This design comes from an exercise in tuning for small area, a short achievable clock period and few clock cycles on the open sky130 flow, not from production work.
Only simulation tests tie the RTL to the original design; equivalence was not proved.
Power and IR drop assume default switching activity.

==> flow/design.v <==
`default_nettype none
`default_nettype wire
`default_nettype none
package mpls_pkg;
   typedef struct packed {
      logic [8-1:0] ctrl;
      logic [64-1:0] data;
   } pkt_word_t;
   typedef struct packed {
      logic       unicast;    
      logic [7:0] dst_port;   
   } route_t;
   typedef struct packed {
      logic [3:0]  cmd;
      logic [19:0] swap_label;
      logic [2:0]  out_port;
   } mpls_cmd_t;
   function automatic mpls_cmd_t decode_cmd(input logic [72-1:0] word);
      decode_cmd = {word[71:68], word[49:30], word[60:58]};   
   endfunction
endpackage
`default_nettype wire
`timescale 1ns/1ps
`default_nettype none
module mpls_proc (
   input  logic                   clk,
   input  logic                   reset,
   input  logic [8+64-1:0]  in_word,     
   input  logic                   in_wr,
   output logic                   in_rdy,
   output logic [8+64-1:0]  out_word,    
   output logic                   out_wr,
   input  logic                   out_rdy,
   input  logic [48-1:0]      bram_dst_mac,
   input  logic [72-1:0] mplsword,
   input  logic                   unicast_out,
   input  logic [7:0]             ttl_stat_out
);
   localparam int DEPTH = 29;           
   logic [63:0]    q [0:DEPTH];         
   logic [DEPTH:0] oh;                  
   logic           hv;                  
   logic           owr;
   logic           frd;                 
   logic           ld_o;                
   logic           hold_o;              
   logic           rdy_q;
   logic           end_in;              
   logic [7:0]     endc;
   logic [63:0]    out_d;
   logic [7:0]     out_c;
   logic [7:0]     in_ctrl;
   logic           in_end;
   logic           fempty;
   logic           hfree;
   logic           fwr;
   logic           hv_n;
   logic           owr_n;
   logic [DEPTH:0] oh_n;
   logic           last_rd;
   logic           head_end;
   assign in_ctrl  = in_word[71:64];
   assign in_end   = (in_ctrl != 8'h00) && (in_ctrl != 8'hff);
   assign fempty   = oh[0];
   assign hfree    = !hv || owr;
   assign fwr      = in_wr && !(hfree && fempty);
   assign hv_n     = hfree ? (!fempty || in_wr) : 1'b1;
   assign owr_n    = out_rdy && hv_n;
   assign last_rd  = end_in && oh[1];
   assign head_end = fempty ? in_end : last_rd;
   always_comb begin
      oh_n = oh;
      if (fwr && !frd) oh_n = {oh[DEPTH-1:0], 1'b0};
      if (!fwr && frd) oh_n = {1'b0, oh[DEPTH:1]};
   end
   assign q[DEPTH] = '0;
   for (genvar i = 0; i < DEPTH; i++) begin : g_q
      logic ld, sh, hd;
      assign ld = frd ? oh[i+1] : oh[i];
      assign sh = frd && !ld;
      assign hd = !frd && !ld;
      always_ff @(posedge clk) begin
         q[i] <= ({64{sh}} & q[i+1]) | ({64{ld}} & ~in_word[63:0]) | ({64{hd}} & q[i]);
      end
   end
   always_ff @(posedge clk) begin
      if (reset) begin
         oh      <= (DEPTH+1)'(1);
         hv      <= 1'b0;
         owr     <= 1'b0;
         frd     <= 1'b0;
         ld_o    <= 1'b1;
         hold_o  <= 1'b0;
         rdy_q   <= 1'b1;
         end_in  <= 1'b0;
      end else begin
         oh     <= oh_n;
         hv     <= hv_n;
         owr    <= owr_n;
         frd    <= (!hv_n || owr_n) && !oh_n[0];
         ld_o   <= !hv_n || owr_n;
         hold_o <= hv_n && !owr_n;
         rdy_q  <= !(hv_n && oh_n[DEPTH]);
         if (fwr && in_end) end_in <= 1'b1;
         else if (frd && last_rd) end_in <= 1'b0;
      end
   end
   always_ff @(posedge clk) begin
      if (fwr && in_end) endc <= in_ctrl;
   end
   logic [3:0]  ridx;                   
   logic        past3;                  
   logic        uni_q;                  
   logic        mpls_q;                 
   logic        cpu;
   logic        swp;
   logic        mpls_now;
   logic [63:0] src;
   logic [63:0] ed;
   assign src      = fempty ? in_word[63:0] : ~q[0];    
   assign cpu      = !unicast_out || (ttl_stat_out <= 8'd1);
   assign swp      = (mplsword[71:68] == 4'd1);
   assign mpls_now = fempty ? (in_word[31:16] == 16'h8847) : (q[0][31:16] == ~16'h8847);
   always_comb begin
      ed = src;
      if (ridx[0]) begin
         if (cpu) ed[55:48] = 8'h01 << (src[18:16] + 3'd1);
         else     ed[55:48] = 8'h01 << mplsword[60:58];
      end
      if (uni_q && ridx[1]) begin
         ed[63:16] = bram_dst_mac;
      end
      if (uni_q && ridx[2] && mpls_now && swp) begin
         ed[15:0] = mplsword[49:34];
      end
      if (uni_q && ridx[3] && !past3 && mpls_q) begin
         if (swp) ed[63:60] = mplsword[33:30];
         ed[55:48] = src[55:48] - 8'd1;
      end
   end
   always_ff @(posedge clk) begin
      if (reset) begin
         ridx  <= 4'b0001;
         past3 <= 1'b0;
      end else if (hfree && hv_n) begin
         if (head_end) begin
            ridx  <= 4'b0001;
            past3 <= 1'b0;
         end else if (ridx[3]) begin
            past3 <= 1'b1;
         end else begin
            ridx  <= {ridx[2:0], 1'b0};
         end
      end
   end
   always_ff @(posedge clk) begin
      if (hfree && hv_n && ridx[0]) uni_q  <= !cpu;
      if (hfree && hv_n && ridx[2]) mpls_q <= mpls_now;
   end
   logic [7:0] nxt_c;
   assign nxt_c = fempty ? in_ctrl : (ridx[0] ? 8'hff : (last_rd ? endc : 8'h00));
   always_ff @(posedge clk) begin
      out_d <= ({64{ld_o}} & ed) | ({64{hold_o}} & out_d);
      out_c <= ({8{ld_o}} & nxt_c) | ({8{hold_o}} & out_c);
   end
   assign out_word = {out_c, out_d};
   assign out_wr   = owr;
   assign in_rdy   = rdy_q;
endmodule
`default_nettype wire
make LEC_CHECK=0 CAP_MARGIN=20 CORE_MARGIN=2 CORE_UTILIZATION=55 CTS_CLUSTER_DIAMETER=100 CTS_CLUSTER_SIZE=25 PLACE_DENSITY=0.7 SETUP_SLACK_MARGIN=2.85 SLEW_MARGIN=20 finish   # period 5.0 ns
run.sh (not shown) runs the stock make flow with config.mk's settings and CLKGATE_MAP_FILE= SYNTH_SCRIPT=/design/flow/synth_recipe.tcl, a recipe that flattens the netlist after the stock synthesis.
The first run passed the timing, design-rule and antenna checks.
Testbench counts at the start, summed over its fixed seeds: cycles 27,614.
==> next run, changes <==
--- a/flow/design.v
+++ b/flow/design.v
@@ -117,14 +117,18 @@
    logic        mpls_now;
    logic [63:0] src;
    logic [63:0] ed;
+   logic [7:0]  src_dec;                
+   logic [7:0]  ttl_dec;                
    assign src      = fempty ? in_word[63:0] : ~q[0];    
    assign cpu      = !unicast_out || (ttl_stat_out <= 8'd1);
    assign swp      = (mplsword[71:68] == 4'd1);
    assign mpls_now = fempty ? (in_word[31:16] == 16'h8847) : (q[0][31:16] == ~16'h8847);
+   assign src_dec  = 8'h01 << src[18:16];
+   assign ttl_dec  = fempty ? in_word[55:48] - 8'd1 : ~q[0][55:48] - 8'd1;
    always_comb begin
       ed = src;
       if (ridx[0]) begin
-         if (cpu) ed[55:48] = 8'h01 << (src[18:16] + 3'd1);
+         if (cpu) ed[55:48] = {src_dec[6:0], src_dec[7]};    
          else     ed[55:48] = 8'h01 << mplsword[60:58];
       end
       if (uni_q && ridx[1]) begin
@@ -135,7 +139,7 @@
       end
       if (uni_q && ridx[3] && !past3 && mpls_q) begin
          if (swp) ed[63:60] = mplsword[33:30];
-         ed[55:48] = src[55:48] - 8'd1;
+         ed[55:48] = ttl_dec;
       end
    end
    always_ff @(posedge clk) begin
Outcome: Power barely changes. Routed wire length goes up by 1.6%. First-iteration DRC count went up by 3.9%. Via count hardly moves. Die area barely changes. Critical path depth is unchanged. Utilization decreases by 0.42 points. Sequential share of layout area increases by 0.29 points. Clock skew came out lower by 9.5 ps. Area after synthesis stays flat. Synthesized cell count stays flat. Non-clock buffer count decreases by 26. Hold slack stays flat.
Testbench counts after the change, summed over its fixed seeds: cycles 27,614.

========
mpls_proc, a different RTL version from the one above (not shown whole).
For scale: about 3400 cells after synthesis, about 2000 flip-flops.
==> module mpls_proc, before the edit <==
module mpls_proc (
   input  logic                   clk,
   input  logic                   reset,
   input  logic [8+64-1:0]  in_word,     
   input  logic                   in_wr,
   output logic                   in_rdy,
   output logic [8+64-1:0]  out_word,    
   output logic                   out_wr,
   input  logic                   out_rdy,
   input  logic [48-1:0]      bram_dst_mac,
   input  logic [72-1:0] mplsword,
   input  logic                   unicast_out,
   input  logic [7:0]             ttl_stat_out
);
   localparam int DEPTH = 29;           
   localparam int AW    = 5;
   logic [2:0]  widx;                   
   logic        mpls_q;                 
   logic [7:0]  in_ctrl;
   logic        in_end;
   logic        cpu;
   logic        swp;
   logic        mpls_now;
   logic [63:0] ed;
   assign in_ctrl  = in_word[71:64];
   assign in_end   = (in_ctrl != 8'h00) && (in_ctrl != 8'hff);
   assign cpu      = !unicast_out || (ttl_stat_out <= 8'd1);
   assign swp      = (mplsword[71:68] == 4'd1);
   assign mpls_now = (in_word[31:16] == 16'h8847);
   always_comb begin
      ed = in_word[63:0];
      if (widx == 3'd0) begin
         if (cpu) ed[55:48] = 8'h01 << (in_word[18:16] + 3'd1);
         else     ed[55:48] = 8'h01 << mplsword[60:58];
      end
      if (!cpu && widx == 3'd1) begin
         ed[63:16] = bram_dst_mac;
      end
      if (!cpu && widx == 3'd2 && mpls_now && swp) begin
         ed[15:0] = mplsword[49:34];
      end
      if (!cpu && widx == 3'd3 && mpls_q) begin
         if (swp) ed[63:60] = mplsword[33:30];
         ed[55:48] = in_word[55:48] - 8'd1;
      end
   end
   always_ff @(posedge clk) begin
      if (reset) begin
         widx <= 3'd0;
      end else if (in_wr) begin
         if (in_end)              widx <= 3'd0;
         else if (widx != 3'd4)   widx <= widx + 3'd1;
      end
   end
   always_ff @(posedge clk) begin
      if (in_wr && widx == 3'd2) mpls_q <= mpls_now;
   end
   logic [63:0]   mem [0:DEPTH-1];
   logic [AW-1:0] wp, rp, cnt;
   logic          fempty;               
   logic          hv;                   
   logic          owr;
   logic          rdy_q;
   logic          end_in;               
   logic [7:0]    endc;
   logic          nxt_hdr;              
   logic [63:0]   out_d;
   logic [7:0]    out_c;
   logic          hfree;
   logic          frd;
   logic          fwr;
   logic          hv_n;
   logic [AW-1:0] cnt_n;
   logic          last_rd;
   logic          head_end;
   assign hfree    = !hv || owr;
   assign frd      = hfree && !fempty;
   assign fwr      = in_wr && !(hfree && fempty);
   assign hv_n     = hfree ? (!fempty || in_wr) : 1'b1;
   assign last_rd  = end_in && (cnt == AW'(1));
   assign head_end = fempty ? in_end : last_rd;
   always_comb begin
      cnt_n = cnt;
      if (fwr && !frd) cnt_n = cnt + AW'(1);
      if (!fwr && frd) cnt_n = cnt - AW'(1);
   end
   always_ff @(posedge clk) begin
      if (fwr) mem[wp] <= ed;
   end
   always_ff @(posedge clk) begin
      if (reset) begin
         wp      <= '0;
         rp      <= '0;
         cnt     <= '0;
         fempty  <= 1'b1;
         hv      <= 1'b0;
         owr     <= 1'b0;
         rdy_q   <= 1'b1;
         end_in  <= 1'b0;
         nxt_hdr <= 1'b1;
      end else begin
         if (fwr) wp <= (wp == AW'(DEPTH-1)) ? '0 : wp + AW'(1);
         if (frd) rp <= (rp == AW'(DEPTH-1)) ? '0 : rp + AW'(1);
         cnt    <= cnt_n;
         fempty <= (cnt_n == '0);
         hv     <= hv_n;
         owr    <= out_rdy && hv_n;
         rdy_q  <= !(hv_n && cnt_n == AW'(DEPTH));
         if (fwr && in_end) end_in <= 1'b1;
         else if (frd && last_rd) end_in <= 1'b0;
         if (hfree && hv_n) nxt_hdr <= head_end;
      end
   end
   always_ff @(posedge clk) begin
      if (fwr && in_end) endc <= in_ctrl;
   end
   always_ff @(posedge clk) begin
      if (hfree) begin
         if (fempty) begin
            out_d <= ed;
            out_c <= in_ctrl;
         end else begin
            out_d <= mem[rp];
            out_c <= nxt_hdr ? 8'hff : (last_rd ? endc : 8'h00);
         end
      end
   end
   assign out_word = {out_c, out_d};
   assign out_wr   = owr;
   assign in_rdy   = rdy_q;
endmodule
make LEC_CHECK=0 CAP_MARGIN=20 CORE_MARGIN=2 CORE_UTILIZATION=40 SLEW_MARGIN=20 finish   # period 5.0 ns
Testbench counts at the start, summed over its fixed seeds: cycles 27,614.
Edit:
--- a/flow/design.v
+++ b/flow/design.v
@@ -77,12 +77,12 @@
       end
    end
    always_ff @(posedge clk) begin
       if (in_wr && widx == 3'd2) mpls_q <= mpls_now;
    end
-   logic [63:0]   mem [0:DEPTH-1];
-   logic [AW-1:0] wp, rp, cnt;
+   logic [63:0]   q [0:DEPTH];         
+   logic [AW-1:0] cnt;
    logic          fempty;               
    logic          hv;                   
    logic          owr;
    logic          rdy_q;
    logic          end_in;               
@@ -106,27 +106,30 @@
    always_comb begin
       cnt_n = cnt;
       if (fwr && !frd) cnt_n = cnt + AW'(1);
       if (!fwr && frd) cnt_n = cnt - AW'(1);
    end
-   always_ff @(posedge clk) begin
-      if (fwr) mem[wp] <= ed;
+   assign q[DEPTH] = '0;
+   for (genvar i = 0; i < DEPTH; i++) begin : g_q
+      logic ld, sh, hd;
+      assign ld = frd ? (cnt == AW'(i+1)) : (cnt == AW'(i));
+      assign sh = frd && !ld;
+      assign hd = !frd && !ld;
+      always_ff @(posedge clk) begin
+         q[i] <= ({64{sh}} & q[i+1]) | ({64{ld}} & ed) | ({64{hd}} & q[i]);
+      end
    end
    always_ff @(posedge clk) begin
       if (reset) begin
-         wp      <= '0;
-         rp      <= '0;
          cnt     <= '0;
          fempty  <= 1'b1;
          hv      <= 1'b0;
          owr     <= 1'b0;
          rdy_q   <= 1'b1;
          end_in  <= 1'b0;
          nxt_hdr <= 1'b1;
       end else begin
-         if (fwr) wp <= (wp == AW'(DEPTH-1)) ? '0 : wp + AW'(1);
-         if (frd) rp <= (rp == AW'(DEPTH-1)) ? '0 : rp + AW'(1);
          cnt    <= cnt_n;
          fempty <= (cnt_n == '0);
          hv     <= hv_n;
          owr    <= out_rdy && hv_n;
          rdy_q  <= !(hv_n && cnt_n == AW'(DEPTH));
@@ -142,11 +145,11 @@
       if (hfree) begin
          if (fempty) begin
             out_d <= ed;
             out_c <= in_ctrl;
          end else begin
-            out_d <= mem[rp];
+            out_d <= q[0];
             out_c <= nxt_hdr ? 8'hff : (last_rd ? endc : 8'h00);
          end
       end
    end
    assign out_word = {out_c, out_d};
After rerunning:
- power went up by 57%
- worst setup slack got worse by 20 ps
- clock skew decreases by 11 ps
- routed wire length goes up by 4.8%
- register-to-register slack loses 250 ps
- fmax went down by 0.55%
- critical path depth falls by 1
- via count increases by 48%
- count of clock-buffer cells in the layout rose by 42
- cell area decreases by 9.2%
- worst hold slack degrades by 23 ps
Testbench counts after the change, summed over its fixed seeds: cycles 27,614.

-- re-timing with driven ports --
The flow's constraints put no driver on any port. The routed layouts listed below were extracted and timed again, unchanged, in two steps. Step 1: set_driving_cell puts a clkbuf_16 on clk and a buf_2 on each other input, an assumption about the parent block. Step 2, shift: input delay + t, output delay - t, t = (earliest + latest rising clock arrival at the registers) / 2. This alone moves slack from input paths to output paths. a / b / c = ideal / step 1 / step 2; a / b = the first two.
run | t, ns | setup WS [ns] | latest minus earliest clock arrival (ns)
the first run of note 1 | 0.774 | 2.753 / 2.671 / 2.121 | 0.039 / 0.039
the second run of note 1 | 0.767 | 2.810 / 2.739 / 2.140 | 0.031 / 0.030
the first run of note 2 | 0.898 | 1.374 / 1.431 / 0.533 | 0.037 / 0.036
the second run of note 2 | 0.905 | 1.354 / 1.354 / 0.647 | 0.031 / 0.031
After both steps every run listed still meets setup and hold. For the first run of note 2, which loses most, drivers alone change the setup slack by +0.057 ns; drivers and shift together by -0.841 ns.
